What follows belongs to an exercise in optimizing a design on an open flow for small area; a production flow would make more cautious choices. At most, simulation tests tie the RTL to the original design; equivalence was not proved. The RTL of run 6 was laid out without a check of its function. Power and IR drop assume default switching activity.

--- flow/flow/run.sh ---
#!/bin/bash
# Standard ORFS layout, with plain buf_1 port buffers and a clock tree built
# from small clock buffers without dummy loads.
bash standard.sh \
  "BUFFER_PORTS_ARGS=-buffer_cell sky130_fd_sc_hd__buf_1" \
  "CTS_ARGS=-sink_clustering_enable -repair_clock_nets -dont_use_dummy_load -sink_clustering_size 10 -buf_list {sky130_fd_sc_hd__clkbuf_2 sky130_fd_sc_hd__clkbuf_4}" \
  finish > standard_run.log 2>&1
--- flow/standard.sh ---
#!/bin/bash
# synth_recipe.tcl (not shown) runs the flow's synth.tcl, then flattens the netlist and writes it again
# the make line also repeats each setting of config.mk as NAME=value (left out here)
make -C /OpenROAD-flow-scripts/flow DESIGN_CONFIG=/design/flow/config.mk WORK_HOME=/design/flow/orfs CLKGATE_MAP_FILE= SYNTH_SCRIPT=/design/flow/synth_recipe.tcl "${@:-finish}"
--- flow/config.mk ---
export PLATFORM = sky130hd
export DESIGN_NAME = gameTop
export DESIGN_NICKNAME = gameTop
export VERILOG_FILES = /design/flow/design.v
export SDC_FILE = /design/flow/constraint.sdc
export NUM_CORES = 4
export LEC_CHECK = 0
export CAP_MARGIN = 20
export CORE_MARGIN = 2
export CORE_UTILIZATION = 40
export SLEW_MARGIN = 20
--- flow/constraint.sdc ---
create_clock -name core_clock -period 10.0 [get_ports {clk}]
set_input_delay 2.0000 -clock core_clock [delete_from_list [all_inputs] [get_ports {clk}]]
set_output_delay 2.0000 -clock core_clock [all_outputs]
set_load 0.01 [all_outputs]
--- flow/design.v ---
package gamePkg;
   localparam int coordBits = 11;
   localparam int fracBits = 4;
   localparam int speedBits = 10;
   typedef struct packed {
      logic up;
      logic down;
      logic right;
      logic left;
   } padKeys_t;
   typedef struct packed {
      logic signed [coordBits-1:0] x;
      logic signed [coordBits-1:0] y;
   } position_t;
   typedef enum logic [2:0] {
      dirNone,
      dirUp,
      dirDown,
      dirRight,
      dirLeft
   } moveDir_t;
   typedef enum logic {
      waiting,
      moving
   } motionState_t;
   typedef enum logic [2:0] {
      spriteFace   = 3'd0,
      spriteUp1    = 3'd1,
      spriteUp2    = 3'd2,
      spriteRight1 = 3'd3,
      spriteRight2 = 3'd4,
      spriteLeft1  = 3'd5,
      spriteLeft2  = 3'd6
   } sprite_t;
   typedef struct packed {
      position_t pos;
      sprite_t   sprite;
   } playerView_t;
   localparam position_t player1Start = {11'sd128, 11'sd128};
   localparam position_t player2Start = {11'sd448, 11'sd448};
   localparam logic [speedBits-1:0] speed1Reset = 10'd16;
   localparam logic [speedBits-1:0] speed2Reset = 10'd3;
   typedef enum logic [2:0] {
      addrSpeed1 = 3'd0,
      addrSpeed2 = 3'd1,
      addrPos1   = 3'd2,
      addrPos2   = 3'd3,
      addrFrames = 3'd4
   } regAddr_t;
endpackage
package videoPkg;
   localparam int timingBits = 12;
   typedef struct packed {
      logic sof;
      logic eof;
   } frameSync_t;
endpackage
`timescale 1ns/1ps
module frameTimer
(
   input  logic       clk,
   input  logic       reset_n,
   output logic       eof,
   output logic       sof,
   output logic       step1,
   output logic       upd1,
   output logic       step2,
   output logic       upd2
);
   logic [8:0] cnt;
   logic [9:0] inc;
   logic       top;
   assign inc = {1'b0, cnt} + 10'd1;
   always_ff @(posedge clk or negedge reset_n)
   begin
      if (!reset_n)
         cnt <= 9'd28;
      else
         cnt <= {inc[8:6], inc[5] | inc[9], inc[4:0]};
   end
   assign top = &cnt[8:3];
   assign eof = top & ~cnt[2] & cnt[1] & cnt[0];
   assign sof = top & cnt[2] & ~cnt[1] & ~cnt[0];
   assign step1 = sof;
   assign upd1 = top & cnt[2] & ~cnt[1] & cnt[0];
   assign step2 = top & cnt[2] & cnt[1] & ~cnt[0];
   assign upd2 = top & cnt[2] & cnt[1] & cnt[0];
endmodule
`timescale 1ns/1ps
module playerMotion
(
   input  logic        clk,
   input  logic        reset_n,
   input  logic        step1,
   input  logic        step2,
   input  logic [3:0]  keys1,
   input  logic [3:0]  keys2,
   input  logic [9:0]  speed1,
   input  logic [9:0]  speed2,
   input  logic [9:0]  speed1Next,
   input  logic [9:0]  speed2Next,
   input  logic        shown1,
   input  logic        shown2,
   output logic [21:0] pos1,
   output logic [21:0] pos2,
   output logic        moving1,
   output logic        moving2,
   output logic        axisY1,
   output logic        axisY2,
   output logic        negDir1,
   output logic        negDir2
);
   logic [5:0] tileX1, tileY1, tileX2, tileY2;
   logic [8:0] offset1, offset2;
   logic [8:0] stride1, stride2;
   logic       sel;
   logic [8:0] offset;
   logic [8:0] stride;
   logic [3:0] keys;
   logic       moving;
   logic       axReg;
   logic       ngReg;
   logic       fast;
   logic [5:0] tileSel;
   logic        anyKey;
   logic        keyAxisY;
   logic        keyNeg;
   logic        curAxisY;
   logic        curNeg;
   logic        active;
   logic [8:0]  offsetNew;
   logic        done;
   logic        tileInc;
   logic        tileDec;
   logic        tileWrite;
   logic [6:0]  tc;
   logic [5:0]  tileNew;
   assign moving1 = |offset1;
   assign moving2 = |offset2;
   assign sel = step2;
   assign offset = sel ? offset2 : offset1;
   assign stride = sel ? stride2 : stride1;
   assign keys = sel ? keys2 : keys1;
   assign moving = sel ? moving2 : moving1;
   assign axReg = sel ? axisY2 : axisY1;
   assign ngReg = sel ? negDir2 : negDir1;
   assign fast = sel ? speed2[9] : speed1[9];
   assign anyKey = |keys;
   assign keyAxisY = keys[3] | keys[2];
   assign keyNeg = keys[3] | (~keys[2] & ~keys[1] & keys[0]);
   assign curAxisY = moving ? axReg : keyAxisY;
   assign curNeg = moving ? ngReg : keyNeg;
   assign active = (step1 | step2) & (moving | anyKey);
   logic [8:0] opBx;
   logic [9:0] cy;
   logic [8:0] sum;
   assign opBx = stride ^ {9{curNeg}};
   assign cy[0] = curNeg;
   genvar i;
   generate
      for (i = 0; i < 9; i++)
      begin : g_add
         assign sum[i] = offset[i] ^ opBx[i] ^ cy[i];
         assign cy[i+1] = (offset[i] & opBx[i]) | (cy[i] & (offset[i] ^ opBx[i]));
      end
   endgenerate
   assign done = moving ? (cy[9] ^ curNeg) : fast;
   assign offsetNew = done ? 9'd0 : sum;
   assign tileInc = ~curNeg & done;
   assign tileDec = curNeg & ~moving;
   assign tileWrite = active & (tileInc | tileDec);
   always_comb
   begin
      case ({sel, curAxisY})
         2'b00: tileSel = tileX1;
         2'b01: tileSel = tileY1;
         2'b10: tileSel = tileX2;
         default: tileSel = tileY2;
      endcase
   end
   assign tc[0] = 1'b1;
   generate
      for (i = 0; i < 6; i++)
      begin : g_tile
         assign tc[i+1] = tc[i] & (tileSel[i] ^ tileDec);
      end
   endgenerate
   assign tileNew = tileSel ^ tc[5:0];
   always_ff @(posedge clk)
   begin
      if (!moving1 && !shown1)
      begin
         axisY1 <= keys1[3] | keys1[2];
         negDir1 <= keys1[3] | (~keys1[2] & ~keys1[1] & keys1[0]);
      end
      if (!moving2 && !shown2)
      begin
         axisY2 <= keys2[3] | keys2[2];
         negDir2 <= keys2[3] | (~keys2[2] & ~keys2[1] & keys2[0]);
      end
      if (!moving1 && !step1)
         stride1 <= speed1Next[8:0];
      if (!moving2 && !step2)
         stride2 <= speed2Next[8:0];
   end
   always_ff @(posedge clk or negedge reset_n)
   begin
      if (!reset_n)
      begin
         tileX1 <= 6'd4;
         tileY1 <= 6'd4;
         offset1 <= '0;
      end
      else if (step1 && active)
      begin
         offset1 <= offsetNew;
         if (tileWrite & ~curAxisY)
            tileX1 <= tileNew;
         if (tileWrite & curAxisY)
            tileY1 <= tileNew;
      end
   end
   always_ff @(posedge clk or negedge reset_n)
   begin
      if (!reset_n)
      begin
         tileX2 <= 6'd14;
         tileY2 <= 6'd14;
         offset2 <= '0;
      end
      else if (step2 && active)
      begin
         offset2 <= offsetNew;
         if (tileWrite & ~curAxisY)
            tileX2 <= tileNew;
         if (tileWrite & curAxisY)
            tileY2 <= tileNew;
      end
   end
   assign pos1 = {tileX1, offset1[8:4] & {5{~axisY1}}, tileY1, offset1[8:4] & {5{axisY1}}};
   assign pos2 = {tileX2, offset2[8:4] & {5{~axisY2}}, tileY2, offset2[8:4] & {5{axisY2}}};
endmodule
`timescale 1ns/1ps
module spriteAnimator
(
   input  logic       clk,
   input  logic       reset_n,
   input  logic       update,
   input  logic       moving,
   input  logic       axisY,
   input  logic       negDir,
   output logic       shown,
   output logic [2:0] sprite
);
   logic phase;
   always_ff @(posedge clk or negedge reset_n)
   begin
      if (!reset_n)
      begin
         shown <= 1'b0;
         phase <= 1'b0;
      end
      else if (update)
      begin
         shown <= moving;
         phase <= moving & ~phase;
      end
   end
   always_comb
   begin
      sprite = 3'd0;
      if (shown)
         case ({axisY, negDir})
            2'b11: sprite = phase ? 3'd1 : 3'd2;
            2'b00: sprite = phase ? 3'd3 : 3'd4;
            2'b01: sprite = phase ? 3'd5 : 3'd6;
            default: sprite = 3'd0;
         endcase
   end
endmodule
`timescale 1ns/1ps
module gameController
(
   input  logic        clk,
   input  logic        reset_n,
   input  logic        step1,
   input  logic        upd1,
   input  logic        step2,
   input  logic        upd2,
   input  logic [3:0]  pad1,
   input  logic [3:0]  pad2,
   input  logic [9:0]  speed1,
   input  logic [9:0]  speed2,
   input  logic [9:0]  speed1Next,
   input  logic [9:0]  speed2Next,
   output logic [21:0] pos1,
   output logic [21:0] pos2,
   output logic [24:0] view1,
   output logic [24:0] view2
);
   logic moving1, moving2, axis1, axis2, neg1, neg2, shown1, shown2;
   logic [2:0] sprite1, sprite2;
   playerMotion motion
   (
      .clk(clk), .reset_n(reset_n), .step1(step1), .step2(step2), .keys1(pad1),
      .keys2(pad2), .speed1(speed1), .speed2(speed2), .speed1Next(speed1Next),
      .speed2Next(speed2Next), .shown1(shown1), .shown2(shown2), .pos1(pos1),
      .pos2(pos2), .moving1(moving1), .moving2(moving2), .axisY1(axis1),
      .axisY2(axis2), .negDir1(neg1), .negDir2(neg2)
   );
   spriteAnimator anim1
   (
      .clk(clk), .reset_n(reset_n), .update(upd1), .moving(moving1), .axisY(axis1),
      .negDir(neg1), .shown(shown1), .sprite(sprite1)
   );
   spriteAnimator anim2
   (
      .clk(clk), .reset_n(reset_n), .update(upd2), .moving(moving2), .axisY(axis2),
      .negDir(neg2), .shown(shown2), .sprite(sprite2)
   );
   assign view1 = {pos1, sprite1};
   assign view2 = {pos2, sprite2};
endmodule
`timescale 1ns/1ps
module gameRegs
(
   input  logic        clk,
   input  logic        reset_n,
   input  logic        wbCyc,
   input  logic        wbStb,
   input  logic        wbWe,
   input  logic [2:0]  wbAdr,
   input  logic [31:0] wbDatW,
   input  logic        eof,
   input  logic [21:0] pos1,
   input  logic [21:0] pos2,
   output logic [31:0] wbDatR,
   output logic        wbAck,
   output logic [9:0]  speed1,
   output logic [9:0]  speed2,
   output logic [9:0]  speed1Next,
   output logic [9:0]  speed2Next
);
   logic [31:0] frameCount;
   logic        writeNow;
   logic [9:0]  clamped;
   logic [32:0] carry;
   assign carry[0] = eof;
   genvar i;
   generate
      for (i = 0; i < 32; i++)
      begin : g_inc
         assign carry[i+1] = carry[i] & frameCount[i];
      end
   endgenerate
   assign writeNow = wbAck && wbCyc && wbStb && wbWe;
   assign clamped = {wbDatW[9:1], wbDatW[0] | (wbDatW[9:1] == 9'd0)};
   assign speed1Next = (writeNow && wbAdr == 3'd0) ? clamped : speed1;
   assign speed2Next = (writeNow && wbAdr == 3'd1) ? clamped : speed2;
   always_ff @(posedge clk or negedge reset_n)
   begin
      if (!reset_n)
      begin
         wbAck <= 1'b0;
         speed1 <= 10'd16;
         speed2 <= 10'd3;
         frameCount <= '0;
      end
      else
      begin
         wbAck <= wbCyc && wbStb && !wbAck;
         speed1 <= speed1Next;
         speed2 <= speed2Next;
         if (writeNow && wbAdr == 3'd4)
            frameCount <= wbDatW;
         else
            frameCount <= frameCount ^ carry[31:0];
      end
   end
   always_comb
   begin
      case (wbAdr)
         3'd0: wbDatR = {22'd0, speed1};
         3'd1: wbDatR = {22'd0, speed2};
         3'd2: wbDatR = {{5{pos1[21]}}, pos1[21:11], {5{pos1[10]}}, pos1[10:0]};
         3'd3: wbDatR = {{5{pos2[21]}}, pos2[21:11], {5{pos2[10]}}, pos2[10:0]};
         3'd4: wbDatR = frameCount;
         default: wbDatR = '0;
      endcase
   end
endmodule
`timescale 1ns/1ps
module gameTop
(
   input  logic        clk,
   input  logic        reset_n,
   input  logic [3:0]  pad1,
   input  logic [3:0]  pad2,
   input  logic        wbCyc,
   input  logic        wbStb,
   input  logic        wbWe,
   input  logic [2:0]  wbAdr,
   input  logic [31:0] wbDatW,
   output logic [31:0] wbDatR,
   output logic        wbAck,
   output logic [24:0] view1,
   output logic [24:0] view2,
   output logic [1:0]  frameSync
);
   logic eof, sof, step1, upd1, step2, upd2;
   logic [9:0] speed1, speed2, speed1Next, speed2Next;
   logic [21:0] pos1, pos2;
   assign frameSync = {sof, eof};
   frameTimer timer
   (
      .clk(clk), .reset_n(reset_n), .eof(eof), .sof(sof), .step1(step1), .upd1(upd1),
      .step2(step2), .upd2(upd2)
   );
   gameRegs regs
   (
      .clk(clk), .reset_n(reset_n), .wbCyc(wbCyc), .wbStb(wbStb), .wbWe(wbWe),
      .wbAdr(wbAdr), .wbDatW(wbDatW), .eof(eof), .pos1(pos1), .pos2(pos2),
      .wbDatR(wbDatR), .wbAck(wbAck), .speed1(speed1), .speed2(speed2),
      .speed1Next(speed1Next), .speed2Next(speed2Next)
   );
   gameController controller
   (
      .clk(clk), .reset_n(reset_n), .step1(step1), .upd1(upd1), .step2(step2),
      .upd2(upd2), .pad1(pad1), .pad2(pad2), .speed1(speed1), .speed2(speed2),
      .speed1Next(speed1Next), .speed2Next(speed2Next), .pos1(pos1), .pos2(pos2),
      .view1(view1), .view2(view2)
   );
endmodule
==> results of run 1 <==
[power breakdown]
part           internal [mW]  switching [mW]
combinational         0.0392          0.0587
sequential             0.558          0.0116
clock                 0.0775           0.162
total                  0.674           0.233
[synth_stat cells, types with 8 or more instances]
cell	n
sky130_fd_sc_hd__ha_1	32
sky130_fd_sc_hd__a22oi_1	9
sky130_fd_sc_hd__inv_1	12
sky130_fd_sc_hd__xor2_1	14
sky130_fd_sc_hd__nor2b_1	14
sky130_fd_sc_hd__dfstp_2	14
sky130_fd_sc_hd__mux2_2	72
sky130_fd_sc_hd__nand2_1	73
sky130_fd_sc_hd__nor2_1	42
sky130_fd_sc_hd__clkbuf_1	23
sky130_fd_sc_hd__and2_1	10
sky130_fd_sc_hd__o21ai_0	36
sky130_fd_sc_hd__mux2i_1	41
sky130_fd_sc_hd__a21o_1	15
sky130_fd_sc_hd__nor3_1	14
sky130_fd_sc_hd__edfxtp_1	22
sky130_fd_sc_hd__fa_1	8
sky130_fd_sc_hd__xnor2_1	10
sky130_fd_sc_hd__a21oi_1	23
sky130_fd_sc_hd__nand3_1	11
sky130_fd_sc_hd__dfrtp_1	94
[per-stage QoR]
| stage | area (um2) | worst slack [ps] |
|---|---|---|
| after CTS | 8090 | 1770 |
| after global routing | 8090 | 1350 |
| after global placement | 7960 | 1540 |
| after floorplan | 7240 | 1980 |
| final | 8090 | 1710 |
| after detailed placement | 7960 | 1190 |
[how the worst min path moves through the flow]
stage	start	end	slack (ps)
2_1_floorplan	timer.cnt[6]	timer.cnt[6]	450
3_3_place_gp	regs.wbAck	regs.wbAck	440
3_5_place_dp	regs.wbAck	regs.wbAck	460
4_1_cts	regs.wbAck	regs.wbAck	480
5_1_grt	regs.wbAck	regs.wbAck	490
6_report	regs.wbAck	regs.wbAck	480
[kinds of logic after synthesis]
group | after synthesis | share of synthesized area
AO/OA/AOI/OAI | 102 | 0.0864
XOR/XNOR | 24 | 0.0290
adder cells (fa/ha/maj) | 40 | 0.0774
buffers and inverters | 44 | 0.0263
flip-flops | 130 | 0.467
multiplexers | 117 | 0.180
AND/OR/NAND/NOR | 199 | 0.134
[layout make-up]
cell class | instances | area share
Multi-Input combinational cell | 482 | 0.455
Sequential cell | 130 | 0.418
Clock buffer | 17 | 0.0158
Tap cell | 229 | 0.0354
Timing Repair Buffer | 141 | 0.0705
Inverter | 12 | 0.00557
[sequential cells by signal (all words and copies together), names as in the netlist, 6 cells and up]
name / count
regs.frameCount: 32
regs.speed1: 10
regs.speed2: 10
controller.motion.offset1: 9
controller.motion.offset2: 9
controller.motion.stride1: 9
controller.motion.stride2: 9
timer.cnt: 9
controller.motion.tileX1: 6
controller.motion.tileX2: 6
controller.motion.tileY1: 6
controller.motion.tileY2: 6
[layer usage]
layer / up-vias / part of all wire
li1: 2572 / -
met1: 2689 / 0.44
met2: 224 / 0.46
met3: 26 / 0.076
met4: 0 / 0.019
met5: - / 0
==> flow_results.org, run 1 <==
** Outcome
- Result of the run :: no timing/DRC/antenna violations

** Critical path
- The cell family contributing the most delay on the critical path is adder cells.
- Critical path origin :: pad1[2]
- Worst R2R Setup Slack :: ~2100 ps
- Category of the most critical setup path :: in -> reg
- At the worst endpoint, the arrival time is between 8000 and 9000 ps.
- R2R cell count :: 26
- Endpoint of the worst register-to-register path :: controller.motion.tileX1[1]
- The cell that appears most often on the critical path is sky130_fd_sc_hd__fa_1.
- Of all nets on the critical path, the largest fanout is 11.
- Number of gates on the worst path with buffers counted :: 24
- Among all stages on the critical path, the largest delay is contributed by sky130_fd_sc_hd__a32oi_2.
- Stage delay of the slowest cell on the critical path :: a little over 500 ps
- End of the critical path :: controller.motion.tileX1[1]
- Critical path buffer and inverter count :: 4
- At the worst endpoint, the required time is roughly 10,000 ps.
- The worst setup path is launched from an input pin.
- STA classifies the critical path endpoint as a register.
- Cell chain of the critical path :: buf_1 -> nor2_1 -> a21o_1 -> a32oi_2 -> o211a_1 -> inv_1 -> o211ai_1 -> o21ai_0 -> fa_1 -> fa_1 -> fa_1 -> fa_1 -> fa_1 -> inv_1 -> fa_1 -> inv_1 -> fa_1 -> fa_1 -> xnor2_1 -> a211oi_1 -> a21oi_1 -> a211o_1 -> nor3_1 -> mux2_2
- The startpoint identified for the worst register-to-register timing path is timer.cnt[5].

** STA
- Setup violations remaining at the end of the flow were counted as 0.
- Setup repair after global routing left no endpoint under its margin.
- Final clock skew :: 31.2 ps
- Hold timing on the final database bottoms out at a slack of approximately 480 ps.
- Max transition margin :: 0.288
- Adding up every negative setup slack in the final design gives 0 ps.
- Based on the critical path, the design can be clocked at up to between 0.1 and 0.15 GHz.
- Slew Viols, Final :: 0
- Slew at the pin closest to its max-slew limit :: between 1000 and 1500 ps
- Final worst path period need :: a little over 8000 ps
- The count of endpoints failing hold in the final timing report was 0.
- Final worst path period share :: 0.829

** GRT
- The first global-routing pass estimated 31,500 um of wire.
- Number of antenna violations at the first check in global routing :: 0
- Grt peak-use layer :: met2
- GR Layer Usage met3 :: 0.0666
- Pin count of the biggest net entering global routing :: between 80 and 90
- Overflow after GRT :: 0
- The via count of the first global-routing pass was ~5,700.
- Total routing usage reported by global routing :: 0.209
- For this run, global-route usage on met2 was measured as 0.335.
- In the global route stage, met1 resource usage came out at 0.276.

** Route
- Vias after detailed routing :: about 5,500
- In the routed layout, each cell is associated on average with a via count of 5.45.
- Once detail routing completed, the nets flagged for antenna violations numbered 0.
- DRT Wirelength :: approximately 19,000 um
- Routed len/inst :: slightly below 20 um
- The first detailed-routing pass took 5 iterations.
- In this run, the number of DRC markers left after iteration 0 of detailed routing was 428.
- For this run, design rule violations remaining after detail routing come to 0.

** Final layout
- The multi-input combinational cells in the finished layout cover a total of approximately 0.0037 mm2.
- Top library cells by usage in the layout, fill and taps aside :: sky130_fd_sc_hd__buf_1, sky130_fd_sc_hd__dfrtp_1, sky130_fd_sc_hd__nand2_1
- The area growth from synthesis to layout is 11.7%.
- Leaving out fill and tap cells, the most frequent cell in the layout is sky130_fd_sc_hd__buf_1.
- Count of non-filler cells in the finished layout :: around 1,000
- Of the cells placed in the final design, the portion with a size suffix greater than 1 is 0.166.
- Fin nets :: 872
- At the end of the flow the core is filled with cells to 0.453.
- Fill cells in the final layout number ~1,700.
- Area used by sequential logic in the layout :: 0.00338 mm2
- # diodes :: 0

** Synth
- Count of flip-flops with a built-in enable after synthesis :: 22
- Synthesis handed over a netlist of 656 instances.
- Area fraction of the dominant cell type after synthesis :: 0.325
- Flip-flop and latch count after synthesis :: 130
- Largest area contributor in the synthesized netlist :: sky130_fd_sc_hd__dfrtp_1
- Largest cells by area after synthesis :: sky130_fd_sc_hd__dfrtp_1, sky130_fd_sc_hd__mux2_2, sky130_fd_sc_hd__edfxtp_1
- Register area share after synthesis :: 0.467
- When the netlist entered floorplanning its net count stood at 744.
- Post-Synthesis Cell Area :: a little over 0.007 mm2
- Synthesis warning total :: 4
- Number of distinct library cells after synthesis :: 52
- In the synthesized netlist the dominant register cell turns out to be sky130_fd_sc_hd__dfrtp_1.
- Share of synthesized flip-flops with an asynchronous set or reset :: 0.831
- Syn_area_per_cell :: between 10 and 15 um2

** Power and ir drop
- VDD sags by at most between 50 and 60 uV.
- The analysis attributes to cell leakage a power of roughly 3.8 nW.
- Power Total :: 0.907 mW
- Pwr/cell area :: approximately 110 mW/mm2

** Flow run
- The tool flagged a number of max-cap violations equal to 0.

** Die
- Die area :: ~0.019 mm2
- Die outline height :: 139 um
- Core region area :: between 0.015 and 0.02 mm2
- Starting utilization of the core area :: 0.406
- Pin placement for this block handled approximately 130 I/O pins.
- Row generation in the floorplan step produced 49 rows.
- Chip Width :: 139 um

** Clocking
- Post-CTS repair changed the size of 0 cells.
- Counting along the longest clock path gives a buffer depth of 2.
- Cell chosen for the clock root :: sky130_fd_sc_hd__clkbuf_4
- Number of sinks driven by the clock tree :: 130
- The H-tree was split into 4 levels.
- Number of setup buffers added after CTS :: 0
- In this run, post-CTS hold repair placed 0 buffers.
- Clock-pin slew was measured on the worst setup and hold paths at 90 ps.
- The clock reaches the later pin of the worst-skew pair after between 500 and 600 ps.
- Counting the buffers created by CTS gives 17.
- TritonCTS built the clock tree.

** Placement
- Final HPWL DP :: between 10,000 and 15,000 um
- Routability Congestion :: 0.909
- The count of buffers added on input and output ports is roughly 130.
- Counting tap cells, the placed design contains a total of about 990 instances.

** Hold path
- Kind of path behind the tightest hold check :: reg -> reg
- Number of cells traversed by the worst hold path :: 1
==> run 2, diff against run 1 <==
==> flow/flow/run.sh (replaced) <==
#!/bin/bash
# Standard ORFS layout with three changes: the standard synthesis netlist's
# combinational logic is re-mapped for area (flow/remap.tcl, registers kept
# as they are), ports get plain buf_1 buffers, and the clock tree is built
# from small clock buffers without dummy loads.
set -euo pipefail
ARGS=(
  "BUFFER_PORTS_ARGS=-buffer_cell sky130_fd_sc_hd__buf_1"
  "CTS_ARGS=-sink_clustering_enable -repair_clock_nets -dont_use_dummy_load -sink_clustering_size 10 -buf_list {sky130_fd_sc_hd__clkbuf_2 sky130_fd_sc_hd__clkbuf_4}"
)
RES="$PWD/orfs/results/$FLOW_PLATFORM/gameTop/base"
bash standard.sh "${ARGS[@]}" synth > synth.log 2>&1
cp "$RES/1_2_yosys.v" "$RES/1_2_yosys_standard.v"
REMAP_LIB="$FLOW_HOME/platforms/$FLOW_PLATFORM/lib/sky130_fd_sc_hd__tt_025C_1v80.lib" \
REMAP_IN="$RES/1_2_yosys_standard.v" REMAP_OUT="$RES/1_2_yosys.v" REMAP_TOP="$FLOW_TOP" \
  "$FLOW_HOME/../tools/install/yosys/bin/yosys" -c flow/remap.tcl > remap.log 2>&1
rm -f "$RES/1_synth.odb"
bash standard.sh "${ARGS[@]}" finish > finish.log 2>&1
==> flow/flow/remap.tcl (new file) <==
# Re-map the combinational logic of the standard synthesis netlist for area.
# Flip-flops, half/full adders and tie cells stay as they are (blackboxes), so
# every register keeps its name and cell type; the rest is flattened into
# generic gates and mapped again by ABC with an area-oriented script.
yosys -import
set L $::env(REMAP_LIB)
read_liberty -ignore_miss_func $L
# Cells the mapping may not use: the platform's don't-use cells and the
# clock and delay cells
set du {}
foreach c [split [string trim [tee -q -s result.string select -list-mod =*lpflow* =*probe* =*clkdly* =*dlygate* =*dlymetal* =*clkbuf* =*clkinv*]] "\n"] {
  lappend du -dont_use $c
}
set keep [split [string trim [tee -q -s result.string select -list-mod =sky130_fd_sc_hd__df* =sky130_fd_sc_hd__edf* =sky130_fd_sc_hd__sdf* =sky130_fd_sc_hd__dl* =sky130_fd_sc_hd__ha_* =sky130_fd_sc_hd__fa_* =sky130_fd_sc_hd__conb*]] "\n"]
blackbox {*}$keep
read_verilog $::env(REMAP_IN)
hierarchy -top $::env(REMAP_TOP)
flatten
# Names of the cells' inner nets are not kept
yosys rename -hide w:_*_.*
opt -purge
set r "&st;&syn2;&dch;&nf -R 1000 -p"
abc -liberty $L {*}$du -script "+strash;&get -n;$r;$r;&put"
opt_clean -purge
# The cells are library cells from here on
delete =sky130_fd_sc_hd__*
read_liberty -lib $L
hilomap -singleton -hicell sky130_fd_sc_hd__conb_1 HI -locell sky130_fd_sc_hd__conb_1 LO
insbuf -buf sky130_fd_sc_hd__buf_1 A X
check -assert -mapped
tee -o $::env(REMAP_OUT).stat stat -liberty $L
write_verilog -noattr -nohex -nodec $::env(REMAP_OUT)
==> run 2 against run 1 <==
Net effect:
- die area decreased by 5.8%
- global-route usage increased by 1.1 points
- largest power group unchanged
- core utilization increased by 1.9 points
- critical path depth increased by 1
- flip-flop and latch count unchanged
==> flow_results.org, run 2 <==
** Power and ir drop
- Of the total power, the share spent switching nets is 0.260.
- The worst-case IR drop observed on VDD is 66.4 uV.
- Switch Pwr :: 0.235 mW
- Part of the power in combinational logic :: 0.100
- Static leakage power :: 3.80 nW
- Clock share of power :: 0.270
- Cell internal power dissipation :: between 0.6 and 0.7 mW
- In this run the power density over the cells is 115 mW/mm2.
- Sequential Power Share :: 0.631

** Critical path
- Critical Path Start Type :: input pin
- WP data arrival :: about 8500 ps
- The number of buffers and inverters on the critical path is 4.
- R2R cell count :: 27
- Broken down by cell family, the worst path's largest delay share belongs to adder cells.
- Stage delay of the slowest cell on the critical path :: 500 ps
- CP most frequent cell :: sky130_fd_sc_hd__fa_1
- Worst r2r src :: timer.cnt[3]
- Number of gates on the worst path with buffers counted :: 25
- Endpoint of the worst register-to-register path :: controller.motion.tileX2[4]
- Along the worst path, the maximum fanout reaches 10.
- STA classifies the critical path endpoint as a register.
- Category of the most critical setup path :: in -> reg
- The slowest stage of the critical path is the sky130_fd_sc_hd__nor2_1 cell.
- STA puts the critical path data required time at approximately 10,000 ps.
- The most critical setup path has its startpoint at pad2[0].
- The critical path ends at controller.motion.tileX2[4].
- Setup slack on the worst reg-to-reg path comes out at roughly 2000 ps.

** STA
- Setup repair after global routing left no endpoint under its margin.
- Setup violations remaining at the end of the flow were counted as 0.
- Final worst path period share :: 0.812
- Final-layout setup total negative slack :: 0 ps
- Endpoints failing hold :: 0
- Peak Freq :: around 0.12 GHz
- Final worst path period need :: between 8000 and 9000 ps
- Clock skew on the completed layout was measured at a little under 40 ps.
- Headroom to the max-slew limit came out at 0.274.
- Setup slack on the critical path of the routed design comes to approximately 1900 ps.
- Slew at the pin closest to its max-slew limit :: approximately 1100 ps
- Slew Viols, Final :: 0

** Clocking
- Clk Latency, worst-skew pair :: 560 ps
- Hold bufs inserted after CTS :: 0
- Reg clk slew, reported paths :: 110 ps
- After clock tree synthesis, the setup repair step added 0 buffers.
- Post-CTS repair changed the size of 0 cells.
- In this run, CTS created clock tree buffers numbering 17.
- The tree is rooted in a sky130_fd_sc_hd__clkbuf_4.
- Deepest clock path buffer count :: 2
- Number of sinks driven by the clock tree :: 130
- Total number of H-tree levels :: 4
- TritonCTS clock tree :: built

** Final layout
- Counting the fill cells in the layout gives approximately 1,600.
- The library cell used most frequently in the layout, excluding fill and tap cells, is sky130_fd_sc_hd__buf_1.
- Ranked by flip-flop count, first place goes to regs.frameCount.
- The top cell types in the final layout, fill and taps aside, are sky130_fd_sc_hd__buf_1, sky130_fd_sc_hd__nand2_1, sky130_fd_sc_hd__dfrtp_1.
- At the end of the flow, the number of nets in the layout was around 870.
- The sequential cells in the finished layout cover a total of ~0.0034 mm2.
- For this run, the share of the core covered by cells in the final layout is 0.473.
- From synthesis to final layout, the design area changed by 15.5%.
- The register with the most flip-flops in the layout has 32 of them.
- The multi-input combinational cells in the finished layout cover a total of between 0.003 and 0.004 mm2.
- In the final layout, the share of cells above drive strength 1 is 0.0644.
- Largest regs :: regs.frameCount: 32 flops, regs.speed1: 10 flops, regs.speed2: 10 flops

** GRT
- Total routing usage reported by global routing :: 0.220
- Vias in the first global route :: ~5,600
- After global routing the overflow that remains totals 0.
- Entering global routing, the biggest net connects 63 pins.
- The first global-routing pass estimated between 30,000 and 40,000 um of wire.
- The number of antenna violations at the first check in global routing is 1.

** Synth
- During synthesis, Yosys emitted a total of 4 warnings.
- The mapped netlist covers ~0.0068 mm2.
- Synthesized Nets :: 706
- Syn_area_per_cell :: approximately 11 um2
- Cell count after synthesis :: 618

** Route
- Vias after detailed routing :: 5,468
- Final antenna-violating net count :: 0
- For this run, design rule violations remaining after detail routing come to 0.
- Routed len/inst :: 19.3 um
- First-pass iteration count of the detailed router :: 7
- Wires add up to around 19,000 um.
- Number of vias per cell after detailed routing :: between 5 and 6
- After the first detailed-routing iteration, the DRC count stood at approximately 380.

** Die
- The die is 134 um tall.
- After floorplanning, the core was divided into 47 placement rows.
- The floorplan step defined a die boundary enclosing approximately 0.018 mm2.
- The initial utilization of the core area, before any placement, comes to 0.409.
- Number of ports placed on the die boundary :: 133
- The die is around 130 um wide.
- Core region area :: 0.0166 mm2

** Flow run
- Total of max-cap violations :: 0

** Placement
- Routability-driven placement finished with a final weighted congestion of 0.820.
- Final HPWL DP :: between 10,000 and 15,000 um
- At the placement stage, the worst setup path has a slack of between 1000 and 1500 ps.
- Input/output buffers :: 132

** Outcome
- The flow ran to the end and the layout has no timing, DRC or antenna violations.

** Hold path
- Counting instances, the worst hold path has a depth of 1.
- Kind of path behind the tightest hold check :: reg -> reg
[run 2: layout make-up]
cell class / instances / area share
Clock buffer: 17 / 0.0162
Inverter: 12 / 0.00572
Antenna cell: 1 / 0.000318
Timing Repair Buffer: 142 / 0.0755
Multi-Input combinational cell: 476 / 0.438
Sequential cell: 130 / 0.430
Tap cell: 220 / 0.0350
[run 2: layer usage]
metal	GRT usage	part of all wire	routed length [um]	vias to the layer above
met1	0.294	0.45	8660	2719
met2	0.355	0.48	9240	175
met3	0.0514	0.054	1030	21
li1	-	-	-	2553
met4	0.0719	0.017	333	0
met5	0	0	0	-
[run 2: worst min-delay path by stage]
stage | start | endpoint | slack (ps)
floorplan | timer.cnt[8] | timer.cnt[8] | 450
global placement | regs.wbAck | regs.wbAck | 430
global route | regs.wbAck | regs.wbAck | 490
finish | regs.wbAck | regs.wbAck | 460
detailed placement | regs.wbAck | regs.wbAck | 440
CTS | regs.wbAck | regs.wbAck | 460
[run 2: metrics by stage]
| stage | instance area, um2 | power, mW | hold slack (ps) | instances |
|---|---|---|---|---|
| floorplan | 6810 | 0.625 | 446 | 618 |
| global placement | 7690 | 0.665 | 433 | 978 |
| detailed placement | 7700 | 0.671 | 435 | 978 |
| CTS | 7830 | 0.909 | 459 | 995 |
| global route | 7870 | 0.946 | 494 | 998 |
| finish | 7870 | 0.903 | 455 | 998 |
[run 2: power groups by stage]
stage,Clock (mW),Combinational [mW],Sequential [mW]
after floorplan,0,0.0482,0.576
after CTS,0.249,0.0910,0.570
after global routing,0.273,0.101,0.572
after detailed placement,0,0.0908,0.580
final,0.243,0.0900,0.570
after global placement,0,0.0857,0.579
==> run 3, diff against run 2 <==
--- a/flow/flow/remap.tcl
+++ b/flow/flow/remap.tcl
@@ -3,3 +3,4 @@
 # every register keeps its name and cell type; the rest is flattened into
-# generic gates and mapped again by ABC with an area-oriented script.
+# generic gates and mapped again by ABC with its area-only standard cell
+# mapper (amap).
 yosys -import
@@ -21,4 +22,3 @@
 opt -purge
-set r "&st;&syn2;&dch;&nf -R 1000 -p"
-abc -liberty $L {*}$du -script "+strash;&get -n;$r;$r;&put"
+abc -liberty $L {*}$du -script "+strash;&get -n;&st;&syn2;&dch;&put;amap -F 4 -A 8"
 opt_clean -purge
--- a/flow/config.mk
+++ b/flow/config.mk
@@ -10,2 +10,3 @@
 export CORE_UTILIZATION = 40
+export GPL_TIMING_DRIVEN = 0
 export SLEW_MARGIN = 20
==> run 3 against run 2 <==
Net effect:
- still clean on timing, DRC and antenna
- sequential share of layout area increased by 1.3 points
- final cell count increased by 5.0%
- worst hold slack better by 7.5 ps
- maximum frequency decreased by 10%
- flip-flop and latch count stayed put
- largest power group unchanged
- cell area shrank 2.9%
- total power grew 8.0%
- clock skew is 1.4 ps lower
==> flow_results.org, run 3 <==
** Power and ir drop
- Of the total power, combinational logic draws 0.159.
- Cell internal power was estimated by the tool at ~0.69 mW.
- VDD IR-drop max :: ~56 uV
- Switch share :: 0.289
- Of the total power, the clock network draws 0.248.
- The analysis attributes to cell leakage a power of approximately 3.5 nW.
- Of the total power, registers draw 0.593.
- Power Total :: around 0.98 mW
- In this run the power spent charging and discharging nets is 0.281 mW.
- Pwr/cell area :: 128 mW/mm2

** Clocking
- The H-tree generated during clock tree synthesis spans 4 levels.
- Cell chosen for the clock root :: sky130_fd_sc_hd__clkbuf_4
- Clk Latency, worst-skew pair :: roughly 550 ps
- TritonCTS clock tree :: built
- Reg clk slew, reported paths :: approximately 100 ps
- Clock buffer count from CTS :: 17
- Counting every sink on the clock net gives between 100 and 150.
- The clock passes through at most 2 buffers.

** Synth
- Synthesis warning total :: 4
- Synthesized Nets :: 759
- After synthesis the cells add up to 0.00657 mm2.
- A synthesized cell averages about 9.8 um2.
- Cell count after synthesis :: about 670

** Die
- Die area :: approximately 0.017 mm2
- For this configuration, the core starts out at a cell density of 0.411.
- The floorplan has 46 rows.
- Pin placement for this block handled approximately 130 I/O pins.
- Measured along the y axis, the die boundary spans about 130 um.
- Chip Width :: around 130 um
- The total area inside the core boundary comes to 0.0160 mm2.

** GRT
- Total routing usage reported by global routing :: 0.232
- Summed over all layers, the global routing overflow is 0.
- Number of antenna violations at the first check in global routing :: 1
- Vias in the first global route :: about 5,900
- The first global-routing pass estimated 31,500 um of wire.
- Pin count of the biggest net entering global routing :: 42

** STA
- Derived from the worst setup path, the maximum achievable clock frequency is around 0.11 GHz.
- Setup-failing EPs final :: 0
- In this run the tightest slew margin relative to its limit is 0.220.
- Subtracting the final worst setup slack from the clock period gives between 9000 and 10,000 ps.
- Final worst path period share :: 0.903
- Setup repair after global routing missed its margin :: no
- Slew at the pin closest to its max-slew limit :: approximately 1200 ps
- The max-slew violation total from the final report was 0.
- Endpoints failing hold :: 0
- For the final database, setup skew stands at 37.3 ps.

** Route
- Summing over every cut layer, the via total after detailed routing is 5,968.
- Starting DRT DRC Count :: 482
- DRT Wirelength :: slightly below 20,000 um
- In the final routed layout, each cell accounts on average for roughly 19 um.
- For this run, design rule violations remaining after detail routing come to 0.
- Once detail routing completed, the nets flagged for antenna violations numbered 0.
- Number of vias per cell after detailed routing :: around 5.7
- First-pass iteration count of the detailed router :: 6

** Final layout
- Final core occ :: 0.477
- Leaving out fill and tap cells, the most frequent cell in the layout is sky130_fd_sc_hd__buf_1.
- Largest regs :: regs.frameCount: 32 flops, regs.speed1: 10 flops, regs.speed2: 10 flops
- In the layout the commonest cells are sky130_fd_sc_hd__buf_1, sky130_fd_sc_hd__inv_1, sky130_fd_sc_hd__dfrtp_1.
- Number of flip-flops in the largest register :: 32
- Ranked by flip-flop count, first place goes to regs.frameCount.
- Share of final-layout standard cells stronger than drive strength 1 :: 0.0626
- Area delta synth->final :: 16.2%
- Fin nets :: 921

** Critical path
- In this run the worst path has a maximum fanout of 17.
- Measured in cells, the most critical reg-to-reg path has a length of 29.
- Critical path endpoint category :: register
- In this run the critical register-to-register path is captured at controller.motion.tileY1[1].
- Critical Path Start Type :: input pin
- Worst r2r src :: timer.cnt[3]
- Critical path buffer and inverter count :: 6
- Data required time at the worst endpoint :: 10,400 ps
- The worst setup path is of the in -> reg kind.
- Crit-path leading delay family :: adder cells
- Among all stages on the critical path, the largest delay is contributed by sky130_fd_sc_hd__nor2_2.
- CP most frequent cell :: sky130_fd_sc_hd__fa_1
- Worst R2R Setup Slack :: about 1000 ps
- The largest single stage delay on the critical path is about 520 ps.
- WP data arrival :: between 9000 and 10,000 ps

** Hold path
- In this run the worst hold path is classified as reg -> reg.
- Along the worst hold path, the cell count comes to 1.
- Hold Startpoint :: regs.wbAck
- The worst hold path terminates at regs.wbAck.

** Flow run
- Total of max-cap violations :: 0

** Outcome
- Result of the run :: no timing/DRC/antenna violations

** Placement
- After legalization and detailed placement, the total HPWL measured roughly 15,000 um.
- At the end of routability-driven placement, the weighted congestion stood at ~0.94.
- Input/output buffers :: roughly 130
-- run 3: per-stage QoR --
| step | setup WS (ps) | std cells | TNS (ps) | hold slack (ps) | cell area [um2] |
|---|---|---|---|---|---|
| 2_1_floorplan | 1670 | 671 | 0 | 440 | 6570 |
| 3_3_place_gp | -723 | 1019 | -13180 | 436 | 7340 |
| 3_5_place_dp | -143 | 1028 | -467 | 453 | 7490 |
| 4_1_cts | 287 | 1045 | 0 | 469 | 7620 |
| 5_1_grt | 431 | 1048 | 0 | 498 | 7640 |
| 6_report | 969 | 1048 | 0 | 463 | 7640 |
-- run 3: area by class of cell --
cell class | instances | area (um2)
Timing Repair Buffer | 143 | 632
Fill cell | 1584 | 8360
Clock buffer | 17 | 128
Tap cell | 216 | 270
Multi-Input combinational cell | 425 | 2790
Sequential cell | 130 | 3380
Antenna cell | 1 | 2.50
Inverter | 116 | 439
-- run 3: how the worst max path moves through the flow --
stage | to | cells after the start | from
final | controller.motion.tileY1[1] | 28 | pad2[0]
after global routing | controller.motion.tileY1[1] | 29 | timer.cnt[3]
after CTS | controller.motion.tileY1[1] | 29 | timer.cnt[3]
after detailed placement | controller.motion.tileY1[1] | 29 | timer.cnt[3]
after global placement | controller.motion.tileY1[1] | 28 | timer.cnt[3]
after floorplan | controller.motion.tileY1[1] | 28 | timer.cnt[3]
-- run 3: power by group through the flow --
stage	logic (mW)	registers (mW)	clock network, mW
after floorplan	0.0952	0.583	0
final	0.155	0.579	0.242
after global placement	0.145	0.588	0
after global routing	0.177	0.581	0.274
after CTS	0.154	0.578	0.251
after detailed placement	0.153	0.589	0
-- run 3: per-layer routing --
layer,wire length (um),share of wire,up-vias,GRT usage
met5,0,0,-,0
met4,527,0.027,0,0.0896
met3,1250,0.063,37,0.0465
met2,9400,0.47,267,0.365
met1,8660,0.44,2893,0.317
li1,-,-,2771,-
-- run 3: what timing repair did --
action                                 4_1_cts  5_1_grt
hold buffers                                 0        0
pin swaps                                    0        1
gates resized for setup                      1        0
buffers inserted                             0        2
cloned                                       0        0
setup endpoints to repair                   10       17
endpoints found under the hold margin        0        0
==> run 4, diff against run 3 <==
--- a/flow/config.mk
+++ b/flow/config.mk
@@ -10,3 +10,2 @@
 export CORE_UTILIZATION = 40
-export GPL_TIMING_DRIVEN = 0
 export SLEW_MARGIN = 20
==> run 4 against run 3 <==
Net effect:
- via count up 0.52%
- wire length grew 2.7%
- flip-flop and latch count stayed put
- combinational power barely moved
- core utilization shrank 0.57 points
- clock skew is 5.5 ps higher
- die area unchanged
==> flow_results.org, run 4 <==
** Clocking
- Counting along the longest clock path gives a buffer depth of 2.
- Clock latency on the worst-skew pair, taken at its later pin, is 540 ps.
- Number of cells upsized or downsized after cts :: 0
- In this run, post-CTS hold repair placed 0 buffers.
- TritonCTS built the clock tree.
- Number of setup buffers added after CTS :: 0
- Counting the buffers created by CTS gives 17.
- After clock tree synthesis, the clock-pin slew on the worst setup and hold paths is roughly 110 ps.
- In this run the number of H-tree levels came out at 4.
- Number of sinks driven by the clock tree :: between 100 and 150
- Cell chosen for the clock root :: sky130_fd_sc_hd__clkbuf_4

** Critical path
- Of all nets on the critical path, the largest fanout is 17.
- WP data arrival :: 9140 ps
- Worst r2r src :: timer.cnt[3]
- The number of cells on the worst reg-to-reg path is 29.
- Endpoint of the worst register-to-register path :: controller.motion.tileX1[1]
- Data required time at the worst endpoint :: 10,400 ps
- Critical Path Start Type :: input pin
- Worst R2R Setup Slack :: 1400 ps
- Category of the most critical setup path :: in -> reg
- The worst setup path is captured at a register.

** Final layout
- The register with the most flip-flops in the layout has 32 of them.
- Top library cells by usage in the layout, fill and taps aside :: sky130_fd_sc_hd__buf_1, sky130_fd_sc_hd__inv_1, sky130_fd_sc_hd__dfrtp_1
- Fin nets :: between 900 and 1,000
- Number of filler instances in the final layout :: 1,611
- Compared with the post-synthesis result, the final layout area differs by 14.8%.
- In the final layout, the multi-input gates occupy ~0.0028 mm2.
- The library cell used most frequently in the layout, excluding fill and tap cells, is sky130_fd_sc_hd__buf_1.
- More flip-flops sit in one register than any other, and that register is regs.frameCount.
- In the final layout, the share of cells above drive strength 1 is 0.0519.
- In the final layout, the registers with the most flip-flops are regs.frameCount: 32 flops, regs.speed1: 10 flops, regs.speed2: 10 flops.
- Final core occ :: 0.472
- The sequential cells in the finished layout cover a total of between 0.003 and 0.004 mm2.

** STA
- Setup repair after global routing missed its margin :: no
- The routed design could run at a clock period as short as slightly below 9000 ps.
- Final worst path period share :: 0.874
- Final clock skew :: ~43 ps
- Endpoints failing hold :: 0
- The worst pin sits at a relative slew slack of 0.303.
- Setup violations remaining at the end of the flow were counted as 0.
- Slew Viols, Final :: 0
- Peak Freq :: between 0.1 and 0.15 GHz
- For the final routed database, the setup TNS stands at 0 ps.
- Slew at the pin closest to its max-slew limit :: ~1000 ps

** Hold path
- For hold timing, the worst endpoint is regs.wbAck.
- In this run the most critical hold path is launched from regs.wbAck.
- Number of cells traversed by the worst hold path :: 1
- Kind of path behind the tightest hold check :: reg -> reg

** Power and ir drop
- Static leakage power :: between 3 and 4 nW
- In this run the power density over the cells is 128 mW/mm2.
- Part of the power in combinational logic :: 0.158
- Sequential Power Share :: 0.597
- The internal portion of the total power is around 0.69 mW.
- VDD sags by at most 59.3 uV.
- Switch share :: 0.287
- For this design the total switching power over the nets is approximately 0.28 mW.
- Of the total power, the clock network draws 0.245.

** Placement
- Routability Congestion :: between 0.9 and 1
- Detailed placement ended at an HPWL of about 15,000 um.
- Buffers placed on the I/O ports in this run total 132.

** GRT
- Entering global routing, the biggest net connects 75 pins.
- Global routing finished with a remaining overflow of 0.
- The via count of the first global-routing pass came to around 6,000.
- The layer flagged by global routing as most heavily used is met2.
- The first global-routing pass estimated about 32,000 um of wire.
- The number of antenna violations at the first check in global routing came to 1.
- In the global route stage, met3 resource usage came out at 0.0611.
- For this run, the total global-route usage over all layers was measured as 0.236.
- In the global route stage, met1 resource usage came out at 0.320.
- Met2 usage in global routing :: 0.380

** Die
- Measured along the y axis, the die boundary spans approximately 130 um.
- Std cell rows :: 46
- Starting utilization of the core area :: 0.411
- For this design the top-level I/O count stands at between 100 and 150.
- The total area inside the core boundary comes to ~0.016 mm2.
- Chip Width :: 132 um
- The die covers between 0.015 and 0.02 mm2.

** Synth
- Each instance of the synthesized netlist takes up on average around 9.8 um2.
- During synthesis, Yosys emitted a total of 4 warnings.
- After synthesis the cells add up to about 0.0066 mm2.
- Cell count after synthesis :: about 670
- When the netlist entered floorplanning its net count stood at ~760.

** Route
- The detail route stage leaves a number of antenna-violating nets equal to 0.
- DRT Wirelength :: 20,400 um
- DRC viols :: 0
- In the final routed layout, each cell accounts on average for 19.5 um.
- Vias after detailed routing :: between 5,000 and 6,000
- After detailed routing, the number of vias per cell comes to 5.74.
- The pre-antenna-repair detailed-routing pass consisted of 6 iterations.
- After the first detailed-routing iteration, the DRC count stood at 660.

** Flow run
- Total of max-cap violations :: 0

** Outcome
- Result of the run :: no timing/DRC/antenna violations
==> run 4: cell count changes in the layout (fill, tap and decap cells not counted), sizes merged <==
cell	previous run	this run
buf	143	140
inv	115	116
clkinvlp	1	0
clkbuf	17	18
==> run 4: power by group through the flow <==
stage	Combinational (mW)	Sequential, mW	Clock [mW]
final	0.154	0.579	0.237
after global routing	0.174	0.581	0.270
after CTS	0.152	0.579	0.246
after detailed placement	0.151	0.589	0
after global placement	0.150	0.588	0
after floorplan	0.0952	0.583	0
==> run 4: critical path: stages <==
cell,delay (ps)
sky130_fd_sc_hd__buf_1,80
sky130_fd_sc_hd__nor3b_1,130
sky130_fd_sc_hd__nor2_1,120
sky130_fd_sc_hd__nor3_1,70
sky130_fd_sc_hd__a31oi_1,390
sky130_fd_sc_hd__inv_1,140
sky130_fd_sc_hd__nor2_1,700
sky130_fd_sc_hd__inv_1,150
sky130_fd_sc_hd__o221ai_1,190
sky130_fd_sc_hd__o21ai_0,140
sky130_fd_sc_hd__fa_1,400
sky130_fd_sc_hd__fa_1,400
sky130_fd_sc_hd__fa_1,390
sky130_fd_sc_hd__fa_1,390
sky130_fd_sc_hd__fa_1,370
sky130_fd_sc_hd__inv_1,80
sky130_fd_sc_hd__fa_1,160
sky130_fd_sc_hd__inv_1,50
sky130_fd_sc_hd__fa_1,380
sky130_fd_sc_hd__fa_1,410
sky130_fd_sc_hd__a221oi_1,310
sky130_fd_sc_hd__a21oi_1,60
sky130_fd_sc_hd__o22ai_1,270
sky130_fd_sc_hd__o21ai_0,180
sky130_fd_sc_hd__or2_0,280
sky130_fd_sc_hd__nor2_1,390
sky130_fd_sc_hd__inv_1,220
sky130_fd_sc_hd__o22a_1,240
==> run 4: area by class of cell <==
cell class,count,share of cell area
multi-input combinational,425,0.366
clock buffer,17,0.0169
inverter,116,0.0577
timing repair buffer,141,0.0751
antenna,1,0.000332
tap,216,0.0358
sequential,130,0.448
==> run 4: per-layer routing <==
metal	vias up	share of wire	routed length (um)
li1	2765	-	-
met1	2929	0.43	8760
met2	281	0.48	9700
met3	24	0.081	1660
met4	0	0.012	240
met5	-	0	0
==> run 4: worst max-delay path by stage <==
| stage | startpoint | endpoint | slack [ps] | cells after the start |
|---|---|---|---|---|
| finish | pad2[0] | controller.motion.tileX1[1] | 1260 | 28 |
| global route | pad2[0] | controller.motion.tileX1[1] | 770 | 28 |
| CTS | pad2[0] | controller.motion.tileX1[1] | 1350 | 28 |
| detailed placement | pad2[0] | controller.motion.tileX1[1] | 820 | 28 |
| global placement | pad2[0] | controller.motion.tileY1[1] | 1200 | 28 |
| floorplan | timer.cnt[3] | controller.motion.tileY1[1] | 1670 | 28 |
==> run 4: metrics by stage <==
step	cells	power [mW]	hold WS (ps)	instance area (um2)	setup slack, ps
after floorplan	671	0.678	440	6570	1670
final	1046	0.969	459	7550	1260
after global routing	1046	1.02	499	7550	773
after CTS	1045	0.977	467	7540	1350
after detailed placement	1028	0.741	450	7420	819
after global placement	1028	0.738	436	7420	1200
==> run 5, diff against run 4 <==
--- a/flow/config.mk
+++ b/flow/config.mk
@@ -9,3 +9,3 @@
 export CORE_MARGIN = 2
-export CORE_UTILIZATION = 40
+export CORE_UTILIZATION = 65
 export SLEW_MARGIN = 20
==> run 5 against run 4 <==
Net effect:
- still clean on timing, DRC and antenna
- first-iteration DRC count rose by 4.1%
- sequential share of layout area rose by 0.64 points
- total power rose by 0.21%
- via count rose by 0.95%
- critical path type unchanged
- critical endpoint is now controller.motion.tileX1[0]
==> flow_results.org, run 5 <==
** Outcome
- The flow ran to the end and the layout has no timing, DRC or antenna violations.

** Power and ir drop
- Of the total power, registers draw 0.595.
- Clock share of power :: 0.246
- Cell internal power dissipation :: 0.692 mW
- Switch Pwr :: ~0.28 mW
- Part of the power in combinational logic :: 0.159
- Static leakage power :: approximately 3.5 nW
- The worst-case IR drop observed on VDD is approximately 100 uV.
- Of the total power, the share spent switching nets is 0.288.
- Dividing total power by cell area gives a power density of 131 mW/mm2.

** STA
- In the final timing run, aggregate negative setup slack is 0 ps.
- Once routing completed, OpenROAD measured the worst setup slack at roughly 1300 ps.
- Setup violations remaining at the end of the flow were counted as 0.
- In the finished design, the share of the clock period the worst path needs comes to 0.868.
- At the pin with the least slew margin, the transition time is between 900 and 1000 ps.
- Setup repair after global routing missed its margin :: no
- The count of endpoints failing hold in the final timing report came to 0.
- The worst path in the final design needs a cycle of a little under 9000 ps, including I/O delays and setup.
- For this run, the top clock speed supported by timing is 0.115 GHz.
- Max transition margin :: 0.345
- The max-slew violation total from the final report came to 0.
- Between clock sinks in the finished design, the worst skew comes to 36.4 ps.

** Final layout
- Most common library cell in the layout ignoring fill and taps :: sky130_fd_sc_hd__buf_1
- The largest registers in the layout are regs.frameCount: 32 flops, regs.speed1: 10 flops, regs.speed2: 10 flops.
- # diodes :: 0
- The finished layout holds between 900 and 1,000 standard cells, fillers aside.
- Area delta synth->final :: 13.2%
- Of the cells placed in the final design, the portion with a size suffix greater than 1 is 0.0507.
- Register bank with the most flops :: regs.frameCount
- Number of filler instances in the final layout :: approximately 750
- The register with the most flip-flops in the layout has 32 of them.
- Top library cells by usage in the layout, fill and taps aside :: sky130_fd_sc_hd__buf_1, sky130_fd_sc_hd__inv_1, sky130_fd_sc_hd__dfrtp_1
- In the final design database the tool counted 919 nets.

** Route
- First-pass iteration count of the detailed router :: 6
- After detailed routing, the average wire length per cell comes to approximately 20 um.
- DRC viols :: 0
- Vias after detailed routing :: approximately 6,000
- Summed over all layers, the routed wires come to approximately 19,000 um.
- Starting DRT DRC Count :: 687
- Using the TritonRoute via totals, the vias-per-cell ratio works out to between 6 and 7.
- Final antenna-violating net count :: 0

** Clocking
- Clk Latency, worst-skew pair :: 560 ps
- Deepest clock path buffer count :: 2
- Hold repair after CTS inserted 0 buffers.
- Total number of H-tree levels :: 4
- After clock tree synthesis, the clock-pin slew on the worst setup and hold paths is around 90 ps.
- CTS placed an instance of sky130_fd_sc_hd__clkbuf_4 at the clock tree root.
- Number of cells upsized or downsized after cts :: 0
- Post-CTS timing repair inserted 0 buffers for setup.
- Clock buffer count from CTS :: 17
- The clock drives 130 sinks.
- TritonCTS built the clock tree.

** Die
- Number of ports placed on the die boundary :: around 130
- Core region area :: roughly 0.0098 mm2
- The initial utilization of the core area, before any placement, comes to 0.673.
- Die outline height :: roughly 100 um
- Std cell rows :: 36
- The die covers between 0.01 and 0.015 mm2.
- Chip Width :: 105 um

** Placement
- Post-placement cell count :: roughly 950
- The wire-length estimate of the detail-placed layout is between 10,000 and 15,000 um.
- The congestion estimate from routability-driven global placement came to approximately 0.91.
- Worst slack at placement :: about 860 ps
- Input/output buffers :: 132

** GRT
- The number of antenna violations at the first check in global routing was 0.
- Summed over all layers, the global routing overflow is 0.
- Wire length of the first global-routing pass :: 30,100 um
- The via count of the first global-routing pass is ~5,900.
- Pin count of the biggest net entering global routing :: 58
- Across every metal layer, demand over resource in global routing totals 0.362.

** Critical path
- Category of the most critical setup path :: in -> reg
- Data arrives at the worst endpoint at roughly 9000 ps.
- STA classifies the critical path startpoint as an input pin.
- Critical path endpoint category :: register
- Data required time at the worst endpoint :: roughly 10,000 ps
- Of all nets on the critical path, the largest fanout is 17.

** Synth
- Counting every net in the synthesized netlist gives between 700 and 800.
- Syn_area_per_cell :: between 9 and 10 um2
- Yosys printed 4 warnings.
- Post-Synthesis Cell Area :: ~0.0066 mm2
- Synthesis produced 671 cells.

** Flow run
- Total of max-cap violations :: 0

** Hold path
- In this run the worst hold path is classified as reg -> reg.
-- run 5: layer usage --
metal  wire length [um]  vias up  GRT usage
met1               7260     2855      0.482
met2               8930      373      0.566
met4                681        0      0.147
met3               2010       68     0.0998
met5                  0        -          0
li1                   -     2760          -
-- run 5: stage by stage --
step	util	hold WS (ps)	area, um2	power, mW
2_1_floorplan	-	440	6570	0.678
3_3_place_gp	0.748	432	7310	0.734
3_5_place_dp	0.748	443	7310	0.741
4_1_cts	0.761	454	7440	0.971
5_1_grt	0.761	476	7440	1.02
6_report	0.761	454	7440	0.971
-- run 5: final timing paths --
kind                            depth (start not counted)          from                          end  slack, ps
worst max-delay path                                   28       pad2[0]  controller.motion.tileX1[0]       1320
worst min-delay path                                    1    regs.wbAck                   regs.wbAck        450
worst max register to register                         28  timer.cnt[3]  controller.motion.tileX1[0]       1570
worst min register to register                          1    regs.wbAck                   regs.wbAck        450
max in group asynchronous                               2       reset_n          regs.frameCount[15]       7240
min in group asynchronous                               1       reset_n               regs.speed1[0]       1540
-- run 5: power by group through the flow --
| stage | clock network, mW | registers, mW | logic (mW) |
|---|---|---|---|
| CTS | 0.240 | 0.578 | 0.153 |
| finish | 0.239 | 0.578 | 0.154 |
| global route | 0.266 | 0.581 | 0.174 |
| global placement | 0 | 0.587 | 0.147 |
| detailed placement | 0 | 0.588 | 0.152 |
| floorplan | 0 | 0.583 | 0.0952 |
-- run 5: area by class of cell --
cell class | instances | area (um2) | area share
repair buffers | 141 | 567 | 0.0762
multi-input cells | 425 | 2760 | 0.371
inverters | 116 | 435 | 0.0585
flip-flops and latches | 130 | 3380 | 0.454
well taps | 133 | 166 | 0.0224
clock buffers | 17 | 128 | 0.0172
-- run 5: critical path, cell delays in order --
cell and delay (ps):
sky130_fd_sc_hd__buf_1 90, sky130_fd_sc_hd__nor3b_1 130, sky130_fd_sc_hd__nor2_1 140, sky130_fd_sc_hd__nor3_1 70, sky130_fd_sc_hd__a31oi_1 400, sky130_fd_sc_hd__inv_1 140
sky130_fd_sc_hd__nor2_1 690, sky130_fd_sc_hd__inv_1 140, sky130_fd_sc_hd__o221ai_1 190, sky130_fd_sc_hd__o21ai_0 130, sky130_fd_sc_hd__fa_1 400, sky130_fd_sc_hd__fa_1 380
sky130_fd_sc_hd__fa_1 390, sky130_fd_sc_hd__fa_1 410, sky130_fd_sc_hd__fa_1 380, sky130_fd_sc_hd__inv_1 80, sky130_fd_sc_hd__fa_1 150, sky130_fd_sc_hd__inv_1 50
sky130_fd_sc_hd__fa_1 380, sky130_fd_sc_hd__fa_1 410, sky130_fd_sc_hd__a221oi_1 330, sky130_fd_sc_hd__a21oi_1 70, sky130_fd_sc_hd__o22ai_1 270, sky130_fd_sc_hd__o21ai_0 180
sky130_fd_sc_hd__or2_0 270, sky130_fd_sc_hd__nor2_1 370, sky130_fd_sc_hd__inv_1 210, sky130_fd_sc_hd__o22a_1 240
==> run 6, diff against run 5 <==
--- a/flow/design.v
+++ b/flow/design.v
@@ -70,5 +70,2 @@
    logic [8:0] cnt;
-   logic [9:0] inc;
-   logic       top;
-   assign inc = {1'b0, cnt} + 10'd1;
    always_ff @(posedge clk or negedge reset_n)
@@ -76,13 +73,12 @@
       if (!reset_n)
-         cnt <= 9'd28;
+         cnt <= 9'd110;
       else
-         cnt <= {inc[8:6], inc[5] | inc[9], inc[4:0]};
+         cnt <= {cnt[7:0], cnt[8] ^ cnt[4] ^ upd2};
    end
-   assign top = &cnt[8:3];
-   assign eof = top & ~cnt[2] & cnt[1] & cnt[0];
-   assign sof = top & cnt[2] & ~cnt[1] & ~cnt[0];
+   assign eof = cnt == 9'd39;
+   assign sof = cnt == 9'd78;
    assign step1 = sof;
-   assign upd1 = top & cnt[2] & ~cnt[1] & cnt[0];
-   assign step2 = top & cnt[2] & cnt[1] & ~cnt[0];
-   assign upd2 = top & cnt[2] & cnt[1] & cnt[0];
+   assign upd1 = cnt == 9'd156;
+   assign step2 = cnt == 9'd313;
+   assign upd2 = cnt == 9'd114;
 endmodule
--- a/flow/config.mk
+++ b/flow/config.mk
@@ -9,3 +9,3 @@
 export CORE_MARGIN = 2
-export CORE_UTILIZATION = 65
+export CORE_UTILIZATION = 40
 export SLEW_MARGIN = 20
==> run 6 against run 5 <==
Net effect:
- sequential power decreased by 2%
- maximum frequency increased by 2.1%
- synthesized cell count decreased by 2.4%
- highest routed layer unchanged
- flip-flop and latch count unchanged
- via count decreased by 1.2%
- clock skew decreased by 5.3 ps
- setup slack improved by 180 ps
==> flow_results.org, run 6 <==
** Outcome
- The flow ran to the end and the layout has no timing, DRC or antenna violations.

** Clocking
- Number of cells upsized or downsized after cts :: 0
- The clock net in this run drives a total of 130 sinks.
- TritonCTS built the clock tree.
- CTS built an H-tree with a depth of 4.
- Number of setup buffers added after CTS :: 0
- No sink is reached through more buffers than the 2 on the longest clock path.
- Clk Latency, worst-skew pair :: 560 ps
- Clock-pin slew was measured on the worst setup and hold paths at roughly 90 ps.
- Buffers inserted during clock tree synthesis total 17.
- Cell chosen for the clock root :: sky130_fd_sc_hd__clkbuf_4
- Hold bufs inserted after CTS :: 0

** STA
- Max transition margin :: 0.255
- Setup repair after global routing missed its margin :: no
- At the pin with the least slew margin, the transition time is around 1100 ps.
- Setup-failing EPs final :: 0
- Timing would allow up to around 0.12 GHz.
- The count of endpoints failing hold in the final timing report was 0.
- Summed over all failing endpoints, the final setup total negative slack is 0 ps.
- Dividing the final minimum period by the clock period gives 0.850.
- Final clock skew :: 31.1 ps
- Hold slack final :: about 370 ps
- Subtracting the final worst setup slack from the clock period gives approximately 8500 ps.
- The max-slew violation total from the final report was 0.

** Critical path
- In this run the worst path has a maximum fanout of 31.
- The worst setup path is launched from a register.
- Critical path endpoint category :: register
- Worst R2R Setup Slack :: approximately 1500 ps
- Data required time at the worst endpoint :: approximately 10,000 ps
- Stage delay of the slowest cell on the critical path :: between 500 and 600 ps
- In this run the worst setup path begins at timer.cnt[5].
- End of the critical path :: controller.motion.tileY1[2]
- Category of the most critical setup path :: reg -> reg
- Worst r2r src :: timer.cnt[5]
- For this design, the slowest cell found on the critical path is sky130_fd_sc_hd__or4_1.
- CP most frequent cell :: sky130_fd_sc_hd__fa_1
- Data arrives at the worst endpoint at ~9000 ps.
- Endpoint of the worst register-to-register path :: controller.motion.tileY1[2]
- The number of cells on the worst reg-to-reg path is 30.

** GRT
- Global routing finished with a remaining overflow of 0.
- The number of antenna violations at the first check in global routing is 1.
- Vias in the first global route :: approximately 6,000
- Wire length of the first global-routing pass :: between 30,000 and 40,000 um
- Across every metal layer, demand over resource in global routing totals 0.251.
- Pin count of the biggest net entering global routing :: between 70 and 80

** Route
- The first detailed-routing pass ran for 6 iterations.
- Once detail routing completed, the nets flagged for antenna violations numbered 0.
- The final layout contains routed wiring with a total length of roughly 21,000 um.
- In the routed layout, each cell is associated on average with a via count of 5.80.
- Dividing the detail-routed wire length by the instance count gives roughly 21 um.
- After the first detailed-routing iteration, the DRC count stood at 587.
- DRC viols :: 0
- Vias after detailed routing :: 5,985

** Final layout
- Most common library cell in the layout ignoring fill and taps :: sky130_fd_sc_hd__buf_1
- The register with the most flip-flops in the layout has 32 of them.
- The largest registers in the layout are regs.frameCount: 32 flops, regs.speed1: 10 flops, regs.speed2: 10 flops.
- The finished layout holds a little over 1,000 standard cells, fillers aside.
- Fill cells in the final layout number roughly 1,600.
- The area growth from synthesis to layout is 15.6%.
- Top library cells by usage in the layout, fill and taps aside :: sky130_fd_sc_hd__buf_1, sky130_fd_sc_hd__inv_1, sky130_fd_sc_hd__dfrtp_1
- The final layout contains about 900 nets.
- Counting flops per register, the top entry is regs.frameCount.
- Area used by sequential logic in the layout :: 0.00338 mm2
- Area occupied by multi-input gates :: around 0.0027 mm2
- In the final layout, the share of cells above drive strength 1 is 0.0613.
- Area of all placed cells without fillers :: 0.00757 mm2

** Power and ir drop
- VDD sags by at most slightly above 60 uV.
- The internal power of the cells totals approximately 0.66 mW.
- Of the total power, the share spent switching nets is 0.256.
- The analysis attributes to net switching a power of between 0.2 and 0.25 mW.
- Part of the power in combinational logic :: 0.088
- Power spread over the standard cell area amounts to approximately 120 mW/mm2.
- Clock share of power :: 0.275
- The share of total power dissipated in sequential elements is 0.637.
- Static leakage power :: between 3 and 4 nW

** Die
- Std cell rows :: 46
- For this design the top-level I/O count stands at 133.
- The floorplan step defined a die boundary enclosing 0.0174 mm2.
- Die outline height :: roughly 130 um
- Chip Width :: roughly 130 um
- Starting utilization of the core area :: 0.411
- In this run the standard cell core region covers 0.0159 mm2.

** Synth
- Synthesized Nets :: 742
- Syn_area_per_cell :: roughly 10 um2
- Post-Synthesis Cell Area :: between 0.006 and 0.007 mm2
- Cell count after synthesis :: roughly 660
- During synthesis, Yosys emitted a total of 4 warnings.

** Placement
- Placed Area :: approximately 0.0074 mm2
- Post-placement cell count :: 1,014
- Input/output buffers :: between 100 and 150
- Routability Congestion :: between 0.9 and 1
- Summed over all nets, the half-perimeter wirelength after detailed placement is 16,000 um.

** Hold path
- In this run the worst hold path is classified as reg -> reg.

** Flow run
- Total of max-cap violations :: 0
run 6: power by group through the flow:
stage	Combinational (mW)	Clock [mW]	Sequential, mW
after floorplan	0.0414	0	0.574
after global placement	0.0761	0	0.576
after detailed placement	0.0788	0	0.577
after CTS	0.0791	0.254	0.566
after global routing	0.0892	0.273	0.568
final	0.0782	0.245	0.566
run 6: metal layers:
metal | global-route usage | wire [um] | up-vias | share of wire
li1 | - | - | 2726 | -
met1 | 0.342 | 9380 | 2932 | 0.44
met2 | 0.398 | 9980 | 282 | 0.46
met3 | 0.0523 | 1590 | 45 | 0.074
met4 | 0.0857 | 517 | 0 | 0.024
met5 | 0 | 0 | - | 0
run 6: area by class of cell:
class,count,area share
timing repair buffer,143,0.0769
multi-input combinational,403,0.363
sequential,130,0.447
clock buffer,17,0.0169
inverter,122,0.0605
antenna,1,0.000331
tap,216,0.0357
run 6: through the flow:
step	util	power, mW	setup slack (ps)
finish	0.475	0.889	1500
global route	0.475	0.930	965
CTS	0.474	0.899	1640
detailed placement	0.466	0.655	1510
global placement	0.466	0.652	1820
floorplan	-	0.615	1170
run 6: worst min path at each step:
stage | start | endpoint | slack [ps] | depth (start not counted)
2_1_floorplan | timer.cnt[1] | timer.cnt[2] | 360 | 0
3_3_place_gp | timer.cnt[1] | timer.cnt[2] | 360 | 0
3_5_place_dp | timer.cnt[5] | timer.cnt[6] | 370 | 0
4_1_cts | timer.cnt[5] | timer.cnt[6] | 370 | 0
5_1_grt | timer.cnt[5] | timer.cnt[6] | 370 | 0
6_report | timer.cnt[5] | timer.cnt[6] | 370 | 0
run 6: worst max-delay path, delay by kind of cell, from the launching register on:
kind | cells | cell delay [ps]
buffers and inverters | 8 | 1310
adder cells (fa/ha/maj) | 8 | 2980
flip-flops | 1 | 550
AO/OA/AOI/OAI | 8 | 1900
AND/OR/NAND/NOR | 6 | 1700

## static timing again, ports no longer ideal
How much do the figures lean on ideal ports? The routed layouts below were timed once more, with nothing changed but the port constraints.
Step 1: set_driving_cell puts a clkbuf_16 on clk and a buf_2 on each other input, an assumption about the parent block.
Step 2 also shifts input and output timing later by t, the mid clock arrival at the registers, as if the neighbouring blocks saw the same clock.
Three values: ideal, step 1, step 2; two values: the first two.
run	t (ns)	setup WS [ns]	hold WS [ns]	worst setup path after step 2	pins driven straight from the clock port
run 1	0.560	1.707 / 1.710 / 1.150	0.479 / 0.479 / 0.479	input to register	1
run 2	0.577	1.882 / 1.901 / 1.324	0.455 / 0.455 / 0.455	input to register	1
run 3	0.571	0.969 / 0.988 / 0.418	0.463 / 0.463 / 0.463	input to register	1
run 4	0.555	1.261 / 1.267 / 0.712	0.459 / 0.459 / 0.459	input to register	1
run 5	0.574	1.323 / 1.335 / 0.761	0.454 / 0.454 / 0.454	input to register	1
run 6	0.583	1.501 / 1.501 / 1.392	0.365 / 0.365 / 0.365	input to register	1
After both steps every run listed still meets setup and hold. The setup slack of run 5, which loses most, moves by +0.012 ns with the drivers and by -0.562 ns with both steps.
